This is an optimization exercise on Yosys and OpenROAD, whose aim is small area, a short achievable clock period and few clock cycles per item, not a production implementation.
In this exercise RTL edits were held to simulation tests only and were not proved equivalent to the original.
Power is estimated from default activity; no workload was simulated.

==> inputs of onyx <==
// esckm_top
module esckm_top (
    input  wire logic        aclk,
    input  wire logic        aresetn,
    input  wire logic        s_valid,
    output logic             s_ready,
    input  wire logic        s_cmd,
    input  wire logic [6:0]  s_entry_index,
    input  wire logic [7:0]  s_pattern_byte0,
    input  wire logic [7:0]  s_pattern_byte1,
    input  wire logic [7:0]  s_pattern_byte2,
    input  wire logic [7:0]  s_pattern_byte3,
    input  wire logic [7:0]  s_pattern_byte4,
    input  wire logic [2:0]  s_pattern_length,
    input  wire logic [1:0]  s_keycode_count,
    input  wire logic [7:0]  s_first_keycode,
    input  wire logic [7:0]  s_second_keycode,
    input  wire logic [7:0]  s_key_byte,
    output logic             m_valid,
    input  wire logic        m_ready,
    output logic             m_result_kind,
    output logic [7:0]       m_keycode,
    output logic             m_last_of_run,
    input  wire logic        psel,
    input  wire logic        penable,
    input  wire logic        pwrite,
    input  wire logic [2:0]  paddr,
    input  wire logic [31:0] pwdata,
    output logic      [31:0] prdata,
    output logic             pready
);
    esckm_pkg::in_item_t  s_item;
    esckm_pkg::out_item_t m_item;
    assign s_item.cmd            = s_cmd;
    assign s_item.entry_index    = s_entry_index;
    assign s_item.pattern_byte0  = s_pattern_byte0;
    assign s_item.pattern_byte1  = s_pattern_byte1;
    assign s_item.pattern_byte2  = s_pattern_byte2;
    assign s_item.pattern_byte3  = s_pattern_byte3;
  ...
clock: 5.5 ns
lec_check: 0
cap_margin: 20
core_margin: 2
core_utilization: 35
place_density: 0.42
setup_slack_margin: 2.5
slew_margin: 20
synth_hierarchical: 1
synth_minimum_keep_size: 0
standard.sh (not shown) runs the stock make flow with config.mk's settings and CLKGATE_MAP_FILE= SYNTH_SCRIPT=/design/flow/synth_recipe.tcl, a recipe that flattens the netlist after the stock synthesis.
==> flow/flow/run.sh <==
#!/bin/bash
# Standard layout (the standard.sh, ORFS synth .. finish) with one change:
# the port buffers that global placement inserts are buf_4 cells instead of
# the cell buffer_ports picks by default (a delay buffer), so the output
# ports are driven by a regular buffer. Every port is still buffered.
set -euo pipefail
bash standard.sh finish "BUFFER_PORTS_ARGS=-buffer_cell sky130_fd_sc_hd__buf_4" > flow_make.log 2>&1
==> juniper (differences from onyx) <==
--- a/flow/design.v
+++ b/flow/design.v
@@ -145,75 +145,12 @@
             end
         end
     end
 endmodule
 `default_nettype wire
 `default_nettype none
-module esckm_nor4 (
-    input  wire logic [3:0] a,
-    output logic            y
-);
-    assign y = !(|a);
-endmodule
-module esckm_aoi22 (
-    input  wire logic a0,
-    input  wire logic a1,
-    input  wire logic b0,
-    input  wire logic b1,
-    output logic      y
-);
-    assign y = !((a0 && a1) || (b0 && b1));
-endmodule
-module esckm_nand2 (
-    input  wire logic [1:0] a,
-    output logic            y
-);
-    assign y = !(&a);
-endmodule
-module esckm_nand4 (
-    input  wire logic [3:0] a,
-    output logic            y
-);
-    assign y = !(&a);
-endmodule
-module esckm_nor64 (
-    input  wire logic [63:0] a,
-    output logic             y
-);
-    logic [15:0] l1;
-    logic [3:0]  l2;
-    for (genvar i = 0; i < 16; i++) begin : g_l1
-        esckm_nor4 u_g (.a(a[4*i +: 4]), .y(l1[i]));
-    end
-    for (genvar i = 0; i < 4; i++) begin : g_l2
-        esckm_nand4 u_g (.a(l1[4*i +: 4]), .y(l2[i]));
-    end
-    esckm_nor4 u_l3 (.a(l2), .y(y));
-endmodule
-module esckm_sel64 (
-    input  wire logic [63:0] sel,
-    input  wire logic [63:0] d,
-    output logic             y
-);
-    logic [31:0] l1;
-    logic [7:0]  l2;
-    logic [1:0]  l3;
-    for (genvar i = 0; i < 32; i++) begin : g_l1
-        esckm_aoi22 u_g (.a0(sel[2*i]), .a1(d[2*i]), .b0(sel[2*i+1]), .b1(d[2*i+1]),
-                         .y(l1[i]));
-    end
-    for (genvar i = 0; i < 8; i++) begin : g_l2
-        esckm_nand4 u_g (.a(l1[4*i +: 4]), .y(l2[i]));
-    end
-    for (genvar i = 0; i < 2; i++) begin : g_l3
-        esckm_nor4 u_g (.a(l2[4*i +: 4]), .y(l3[i]));
-    end
-    esckm_nand2 u_l4 (.a(l3), .y(y));
-endmodule
-`default_nettype wire
-`default_nettype none
 module escape_sequence_keycode_matcher_core #(
     parameter int TABLE_ENTRIES = 64
 ) (
     input  wire logic                          aclk,
     input  wire logic                          aresetn,
     input  wire logic                          s_valid,
@@ -341,52 +278,48 @@
         end
     end
     logic       kv;
     logic [4:0] pos_oh;      
     logic [4:0] pos_ahead;   
     logic [N-1:0] cand;
-    logic [N-1:0] mac;       
     logic [N-1:0] m0, ma;    
-    logic [N-1:0] in_use, m0_next, ma_next, mac_next;
+    logic [N-1:0] in_use, m0_next, ma_next;
     always_comb begin
         for (int j = 0; j < N; j++) begin
             logic [7:0] b;
-            logic       gt, eq;
+            logic       gt;
             in_use[j] = eiu_all || eiu_grp_gt[j / 8] || (eiu_grp_eq[j / 8] && eiu_ent_gt[j % 8]);
             b  = 8'd0;
             gt = 1'b0;
-            eq = 1'b0;
             for (int p = 1; p < 5; p++) begin
                 b  = b | ({8{pos_ahead[p]}} & t_pat[j][8*p +: 8]);
                 gt = gt | (pos_ahead[p] && len_gt[j][p]);
-                eq = eq | (pos_ahead[p] && len_eq[j][p]);
             end
             m0_next[j] = in_use[j] && len_gt[j][0] && (t_pat[j][7:0] == s_item.key_byte);
             ma_next[j] = in_use[j] && gt && (b == s_item.key_byte);
-            mac_next[j] = ma_next[j] && eq;
         end
     end
     logic [N-1:0] hit_c, comp_z, comp_c, hit, comp, cand_next;
     logic         any_hit_z, any_hit_c, any_comp_z, any_comp_c;
-    logic         none_hit_z, none_hit_c, none_comp_z, none_comp_c;
-    esckm_nor64 u_or_hz (.a(m0),     .y(none_hit_z));
-    esckm_nor64 u_or_hc (.a(hit_c),  .y(none_hit_c));
-    esckm_nor64 u_or_cz (.a(comp_z), .y(none_comp_z));
-    esckm_nor64 u_or_cc (.a(comp_c), .y(none_comp_c));
     logic         any_hit, any_comp, go_on;
     logic [4:0]   pos_new;
     always_comb begin
         for (int j = 0; j < N; j++) begin
+            logic leq;
+            leq = 1'b0;
+            for (int p = 1; p < 5; p++) begin
+                leq = leq | (pos_oh[p] && len_eq[j][p]);
+            end
             hit_c[j]  = cand[j] && ma[j];
-            comp_c[j] = cand[j] && mac[j];
+            comp_c[j] = hit_c[j] && leq;
             comp_z[j] = m0[j] && len_eq[j][0];
         end
-        any_hit_z  = !none_hit_z;
-        any_hit_c  = !none_hit_c;
-        any_comp_z = !none_comp_z;
-        any_comp_c = !none_comp_c;
+        any_hit_z  = |m0;
+        any_hit_c  = |hit_c;
+        any_comp_z = |comp_z;
+        any_comp_c = |comp_c;
         any_hit    = pos_oh[0] ? any_hit_z : any_hit_c;
         any_comp   = pos_oh[0] ? any_comp_z : any_comp_c;
         go_on      = any_hit && !any_comp;
         hit        = pos_oh[0] ? m0 : hit_c;
         comp       = pos_oh[0] ? comp_z : comp_c;
         cand_next  = (in_use & hit) | (~in_use & (cand | {N{pos_oh[0]}}));
@@ -405,14 +338,13 @@
             pos_ahead <= 5'b00001;
         end else begin
             kv        <= acc_key;
             pos_oh    <= pos_new;
             pos_ahead <= acc_key ? {pos_new[3:0], 1'b0} : pos_new;
         end
-        m0  <= m0_next;
-        mac <= mac_next;
+        m0 <= m0_next;
         ma <= ma_next;
         if (kv) cand <= cand_next;
     end
     logic [N-1:0] comp_first;
     logic [7:0]   comp_grp, grp_first;
     always_comb begin
@@ -439,23 +371,21 @@
         r_err  <= !any_hit;
         r_comp <= comp_first;
     end
     logic [19:0]      sel_data;
     logic [1:0]       sel_cnt;
     logic [7:0]       sel_k0, sel_k1;
-    for (genvar k = 0; k < 20; k++) begin : g_sel
-        logic [N-1:0] d;
-        for (genvar j = 0; j < N; j++) begin : g_d
-            assign d[j] = (k < 8) ? t_key0[j][k % 8] : (k < 16) ? t_key1[j][k % 8]
-                                                     : t_code[j][k % 4];
-        end
-        esckm_sel64 u_sel (.sel(r_comp), .d(d), .y(sel_data[k]));
-    end
-    assign sel_k0  = sel_data[7:0];
-    assign sel_k1  = sel_data[15:8];
-    assign sel_cnt = (sel_data[17:16] == 2'd3) ? sel_data[19:18] : sel_data[17:16];
+    always_comb begin
+        sel_data = 20'd0;
+        for (int j = 0; j < N; j++) begin
+            sel_data = sel_data | ({20{r_comp[j]}} & {t_code[j], t_key1[j], t_key0[j]});
+        end
+        sel_k0  = sel_data[7:0];
+        sel_k1  = sel_data[15:8];
+        sel_cnt = (sel_data[17:16] == 2'd3) ? sel_data[19:18] : sel_data[17:16];
+    end
     logic [1:0]           push_cnt;
     esckm_pkg::out_item_t item0, item1;
     always_comb begin
         item1.result_kind = esckm_pkg::KIND_KEY;
         item1.keycode     = sel_k1;
         item1.last_of_run = 1'b1;
--- a/flow/config.mk
+++ b/flow/config.mk
@@ -8,8 +8,6 @@
 export CAP_MARGIN = 20
 export CORE_MARGIN = 2
 export CORE_UTILIZATION = 35
 export PLACE_DENSITY = 0.42
 export SETUP_SLACK_MARGIN = 2.5
 export SLEW_MARGIN = 20
-export SYNTH_HIERARCHICAL = 1
-export SYNTH_MINIMUM_KEEP_SIZE = 0
==> indigo (differences from onyx) <==
--- a/flow/design.v
+++ b/flow/design.v
@@ -145,75 +145,12 @@
             end
         end
     end
 endmodule
 `default_nettype wire
 `default_nettype none
-module esckm_nor4 (
-    input  wire logic [3:0] a,
-    output logic            y
-);
-    assign y = !(|a);
-endmodule
-module esckm_aoi22 (
-    input  wire logic a0,
-    input  wire logic a1,
-    input  wire logic b0,
-    input  wire logic b1,
-    output logic      y
-);
-    assign y = !((a0 && a1) || (b0 && b1));
-endmodule
-module esckm_nand2 (
-    input  wire logic [1:0] a,
-    output logic            y
-);
-    assign y = !(&a);
-endmodule
-module esckm_nand4 (
-    input  wire logic [3:0] a,
-    output logic            y
-);
-    assign y = !(&a);
-endmodule
-module esckm_nor64 (
-    input  wire logic [63:0] a,
-    output logic             y
-);
-    logic [15:0] l1;
-    logic [3:0]  l2;
-    for (genvar i = 0; i < 16; i++) begin : g_l1
-        esckm_nor4 u_g (.a(a[4*i +: 4]), .y(l1[i]));
-    end
-    for (genvar i = 0; i < 4; i++) begin : g_l2
-        esckm_nand4 u_g (.a(l1[4*i +: 4]), .y(l2[i]));
-    end
-    esckm_nor4 u_l3 (.a(l2), .y(y));
-endmodule
-module esckm_sel64 (
-    input  wire logic [63:0] sel,
-    input  wire logic [63:0] d,
-    output logic             y
-);
-    logic [31:0] l1;
-    logic [7:0]  l2;
-    logic [1:0]  l3;
-    for (genvar i = 0; i < 32; i++) begin : g_l1
-        esckm_aoi22 u_g (.a0(sel[2*i]), .a1(d[2*i]), .b0(sel[2*i+1]), .b1(d[2*i+1]),
-                         .y(l1[i]));
-    end
-    for (genvar i = 0; i < 8; i++) begin : g_l2
-        esckm_nand4 u_g (.a(l1[4*i +: 4]), .y(l2[i]));
-    end
-    for (genvar i = 0; i < 2; i++) begin : g_l3
-        esckm_nor4 u_g (.a(l2[4*i +: 4]), .y(l3[i]));
-    end
-    esckm_nand2 u_l4 (.a(l3), .y(y));
-endmodule
-`default_nettype wire
-`default_nettype none
 module escape_sequence_keycode_matcher_core #(
     parameter int TABLE_ENTRIES = 64
 ) (
     input  wire logic                          aclk,
     input  wire logic                          aresetn,
     input  wire logic                          s_valid,
@@ -228,13 +165,13 @@
     input  wire logic [esckm_pkg::PADDR_W-1:0] paddr,
     input  wire logic [31:0]                   pwdata,
     output logic      [31:0]                   prdata,
     output logic                               pready
 );
     localparam int N  = 64;
-    localparam int QD = 9;
+    localparam int QD = 10;
     logic [7:0] entries_in_use;
     esckm_apb u_apb (
         .aclk           (aclk),
         .aresetn        (aresetn),
         .psel           (psel),
         .penable        (penable),
@@ -244,14 +181,14 @@
         .prdata         (prdata),
         .pready         (pready),
         .entries_in_use (entries_in_use)
     );
     logic ready_reg;
     logic in_acc, acc_key, acc_load;
-    assign s_ready  = ready_reg;
-    assign in_acc   = s_valid && ready_reg;
+    assign s_ready  = ready_reg && ((s_item.cmd == esckm_pkg::CMD_KEY) || !kv);
+    assign in_acc   = s_valid && s_ready;
     assign acc_key  = in_acc && (s_item.cmd == esckm_pkg::CMD_KEY);
     assign acc_load = in_acc && (s_item.cmd == esckm_pkg::CMD_LOAD) && !s_item.entry_index[6];
     logic [7:0]        ld_grp, ld_ent;
     esckm_pkg::entry_t ld_entry;
     logic [2:0]        ld_len;
     logic [1:0]        ld_cnt;
@@ -265,26 +202,24 @@
             ld_code = 4'b1111;
         end else if (ld_len == 3'd5) begin
             ld_code = {ld_cnt, 2'b11};
         end else begin
             ld_code = {2'(ld_len - 3'd1), ld_cnt};
         end
-    end
-    always_ff @(posedge aclk) begin
         for (int g = 0; g < 8; g++) begin
-            ld_grp[g] <= acc_load && (s_item.entry_index[5:3] == 3'(g));
-            ld_ent[g] <= (s_item.entry_index[2:0] == 3'(g));
+            ld_grp[g] = acc_load && (s_item.entry_index[5:3] == 3'(g));
+            ld_ent[g] = (s_item.entry_index[2:0] == 3'(g));
         end
-        ld_entry.pattern[0] <= s_item.pattern_byte0;
-        ld_entry.pattern[1] <= s_item.pattern_byte1;
-        ld_entry.pattern[2] <= s_item.pattern_byte2;
-        ld_entry.pattern[3] <= s_item.pattern_byte3;
-        ld_entry.pattern[4] <= s_item.pattern_byte4;
-        ld_entry.code   <= ld_code;
-        ld_entry.key0   <= s_item.first_keycode;
-        ld_entry.key1   <= s_item.second_keycode;
+        ld_entry.pattern[0] = s_item.pattern_byte0;
+        ld_entry.pattern[1] = s_item.pattern_byte1;
+        ld_entry.pattern[2] = s_item.pattern_byte2;
+        ld_entry.pattern[3] = s_item.pattern_byte3;
+        ld_entry.pattern[4] = s_item.pattern_byte4;
+        ld_entry.code       = ld_code;
+        ld_entry.key0       = s_item.first_keycode;
+        ld_entry.key1       = s_item.second_keycode;
     end
     logic [N-1:0][39:0] t_pat;
     logic [N-1:0][3:0]  t_code;
     logic [N-1:0][7:0]  t_key0;
     logic [N-1:0][7:0]  t_key1;
     esckm_table #(
@@ -341,52 +276,48 @@
         end
     end
     logic       kv;
     logic [4:0] pos_oh;      
     logic [4:0] pos_ahead;   
     logic [N-1:0] cand;
-    logic [N-1:0] mac;       
     logic [N-1:0] m0, ma;    
-    logic [N-1:0] in_use, m0_next, ma_next, mac_next;
+    logic [N-1:0] in_use, m0_next, ma_next;
     always_comb begin
         for (int j = 0; j < N; j++) begin
             logic [7:0] b;
-            logic       gt, eq;
+            logic       gt;
             in_use[j] = eiu_all || eiu_grp_gt[j / 8] || (eiu_grp_eq[j / 8] && eiu_ent_gt[j % 8]);
             b  = 8'd0;
             gt = 1'b0;
-            eq = 1'b0;
             for (int p = 1; p < 5; p++) begin
                 b  = b | ({8{pos_ahead[p]}} & t_pat[j][8*p +: 8]);
                 gt = gt | (pos_ahead[p] && len_gt[j][p]);
-                eq = eq | (pos_ahead[p] && len_eq[j][p]);
             end
             m0_next[j] = in_use[j] && len_gt[j][0] && (t_pat[j][7:0] == s_item.key_byte);
             ma_next[j] = in_use[j] && gt && (b == s_item.key_byte);
-            mac_next[j] = ma_next[j] && eq;
         end
     end
     logic [N-1:0] hit_c, comp_z, comp_c, hit, comp, cand_next;
     logic         any_hit_z, any_hit_c, any_comp_z, any_comp_c;
-    logic         none_hit_z, none_hit_c, none_comp_z, none_comp_c;
-    esckm_nor64 u_or_hz (.a(m0),     .y(none_hit_z));
-    esckm_nor64 u_or_hc (.a(hit_c),  .y(none_hit_c));
-    esckm_nor64 u_or_cz (.a(comp_z), .y(none_comp_z));
-    esckm_nor64 u_or_cc (.a(comp_c), .y(none_comp_c));
     logic         any_hit, any_comp, go_on;
     logic [4:0]   pos_new;
     always_comb begin
         for (int j = 0; j < N; j++) begin
+            logic leq;
+            leq = 1'b0;
+            for (int p = 1; p < 5; p++) begin
+                leq = leq | (pos_oh[p] && len_eq[j][p]);
+            end
             hit_c[j]  = cand[j] && ma[j];
-            comp_c[j] = cand[j] && mac[j];
+            comp_c[j] = hit_c[j] && leq;
             comp_z[j] = m0[j] && len_eq[j][0];
         end
-        any_hit_z  = !none_hit_z;
-        any_hit_c  = !none_hit_c;
-        any_comp_z = !none_comp_z;
-        any_comp_c = !none_comp_c;
+        any_hit_z  = |m0;
+        any_hit_c  = |hit_c;
+        any_comp_z = |comp_z;
+        any_comp_c = |comp_c;
         any_hit    = pos_oh[0] ? any_hit_z : any_hit_c;
         any_comp   = pos_oh[0] ? any_comp_z : any_comp_c;
         go_on      = any_hit && !any_comp;
         hit        = pos_oh[0] ? m0 : hit_c;
         comp       = pos_oh[0] ? comp_z : comp_c;
         cand_next  = (in_use & hit) | (~in_use & (cand | {N{pos_oh[0]}}));
@@ -405,57 +336,60 @@
             pos_ahead <= 5'b00001;
         end else begin
             kv        <= acc_key;
             pos_oh    <= pos_new;
             pos_ahead <= acc_key ? {pos_new[3:0], 1'b0} : pos_new;
         end
-        m0  <= m0_next;
-        mac <= mac_next;
+        m0 <= m0_next;
         ma <= ma_next;
         if (kv) cand <= cand_next;
     end
     logic [N-1:0] comp_first;
-    logic [7:0]   comp_grp, grp_first;
+    logic [7:0]   comp_grp;
     always_comb begin
         for (int g = 0; g < 8; g++) begin
             comp_grp[g] = |comp[8*g +: 8];
-        end
-        for (int g = 0; g < 8; g++) begin
-            grp_first[g] = comp_grp[g] && ((comp_grp & ((8'd1 << g) - 8'd1)) == 8'd0);
             for (int i = 0; i < 8; i++) begin
-                comp_first[8*g+i] = grp_first[g] && comp[8*g+i] &&
+                comp_first[8*g+i] = comp[8*g+i] &&
                                     ((comp[8*g +: 8] & ((8'd1 << i) - 8'd1)) == 8'd0);
             end
         end
     end
     logic         rv;
     logic         r_err;
     logic [N-1:0] r_comp;
+    logic [7:0]   r_grp;
     always_ff @(posedge aclk) begin
         if (!aresetn) begin
             rv <= 1'b0;
         end else begin
             rv <= kv && (any_comp || !any_hit);
         end
         r_err  <= !any_hit;
         r_comp <= comp_first;
+        r_grp  <= comp_grp;
     end
+    logic [7:0]       grp_first;
     logic [19:0]      sel_data;
     logic [1:0]       sel_cnt;
     logic [7:0]       sel_k0, sel_k1;
-    for (genvar k = 0; k < 20; k++) begin : g_sel
-        logic [N-1:0] d;
-        for (genvar j = 0; j < N; j++) begin : g_d
-            assign d[j] = (k < 8) ? t_key0[j][k % 8] : (k < 16) ? t_key1[j][k % 8]
-                                                     : t_code[j][k % 4];
-        end
-        esckm_sel64 u_sel (.sel(r_comp), .d(d), .y(sel_data[k]));
-    end
-    assign sel_k0  = sel_data[7:0];
-    assign sel_k1  = sel_data[15:8];
-    assign sel_cnt = (sel_data[17:16] == 2'd3) ? sel_data[19:18] : sel_data[17:16];
+    always_comb begin
+        sel_data = 20'd0;
+        for (int g = 0; g < 8; g++) begin
+            logic [19:0] d;
+            grp_first[g] = r_grp[g] && ((r_grp & ((8'd1 << g) - 8'd1)) == 8'd0);
+            d = 20'd0;
+            for (int i = 0; i < 8; i++) begin
+                d = d | ({20{r_comp[8*g+i]}} & {t_code[8*g+i], t_key1[8*g+i], t_key0[8*g+i]});
+            end
+            sel_data = sel_data | ({20{grp_first[g]}} & d);
+        end
+        sel_k0  = sel_data[7:0];
+        sel_k1  = sel_data[15:8];
+        sel_cnt = (sel_data[17:16] == 2'd3) ? sel_data[19:18] : sel_data[17:16];
+    end
     logic [1:0]           push_cnt;
     esckm_pkg::out_item_t item0, item1;
     always_comb begin
         item1.result_kind = esckm_pkg::KIND_KEY;
         item1.keycode     = sel_k1;
         item1.last_of_run = 1'b1;
@@ -498,13 +432,13 @@
         endcase
     end
     always_ff @(posedge aclk) begin
         if (!aresetn) begin
             ready_reg <= 1'b1;
         end else begin
-            ready_reg <= !acc_load && room;
+            ready_reg <= room;
         end
     end
 endmodule
 `default_nettype wire
 `default_nettype none
 module esckm_top (
==> flow/config.mk (replaced) <==
export PLATFORM = sky130hd
export DESIGN_NAME = esckm_top
export DESIGN_NICKNAME = esckm_top
export VERILOG_FILES = /design/flow/design.v
export SDC_FILE = /design/flow/constraint.sdc
export NUM_CORES = 4
export LEC_CHECK = 0
export CAP_MARGIN = 20
export CORE_MARGIN = 2
export CORE_UTILIZATION = 30
export PLACE_DENSITY = 0.36
export SETUP_SLACK_MARGIN = 2.5
export SLEW_MARGIN = 20
==> comparison table <==
quantity	juniper	indigo	onyx
P_comb	3.48 mW	3.86 mW	3.28 mW
Fmax	291.2 MHz	295.4 MHz	293.6 MHz
Buffers inserted by post-CTS timing repair	309	219	175
Std cell rows	256	276	261
Initial DRT Pass Iterations	17	9	6
Number of signal-net buffers in the layout	1069	889	846
EDFF count, synth	3994	4004	-
Area enclosed by the die boundary	494500 um^2	574600 um^2	512800 um^2
Part of the Yosys area used for sequential elements	0.7367	0.7330	-
Initial antenna violation count	108	105	57
Dominant cell type by area after synthesis	edfxtp_1	edfxtp_1	-
Instance area at placement	182100 um^2	184200 um^2	188600 um^2
Count of buffer and inverter cells on the critical path	0	2	2
Worst slack, placed	1.109 ns	1.069 ns	1.541 ns
Fraction of synthesized area in multiplexers	0.003254	0.003147	-
Post-synthesis share of cell area spent on full adders, half adders and majority gates	0.01416	0.01420	-
Number of global-route vias before repair	107000	107600	103600
Most frequent cell after synthesis	edfxtp_1	edfxtp_1	-
Result of the run	finished clean	finished clean	finished clean
Vias after detailed routing	113900	108500	106000
Share of total power in combinational logic	0.049	0.054	0.046
Predominant post-synthesis flop cell	edfxtp_1	edfxtp_1	-
Testbench counts of onyx, summed over its fixed seeds: cycles 1,962, keys 1,935.
Testbench counts of juniper, summed over its fixed seeds: cycles 1,962, keys 1,935.
Testbench counts of indigo, summed over its fixed seeds: cycles 1,959, keys 1,935.

==> static timing again, ports no longer ideal <==
How much do the figures lean on ideal ports? The routed layouts below were timed once more, with nothing changed but the port constraints.
Step 1 (the two cells are an assumption about what drives the block):
set clk [get_ports {aclk}]
set_driving_cell -lib_cell sky130_fd_sc_hd__clkbuf_16 $clk
set_driving_cell -lib_cell sky130_fd_sc_hd__buf_2 [delete_from_list [all_inputs] $clk]
Step 2 times the ports against the registers' clock, not the clock port: input delays grow and output delays shrink by t, the midpoint of the rising clock arrivals with the driver on.
Slacks: no drivers / after step 1 / after step 2; pairs: no drivers / after step 1.
run	t, ns	setup WS [ns]	worst register clock-pin slew, ns
onyx	1.135	2.094 / 2.094 / 1.761	0.07 / 0.07
juniper	1.162	2.066 / 2.066 / 1.439	0.07 / 0.07
indigo	1.158	2.115 / 2.115 / 1.756	0.08 / 0.08
After both steps every run listed still meets setup and hold. For juniper, which loses most, drivers alone change the setup slack by 0.000 ns; drivers and shift together by -0.627 ns.
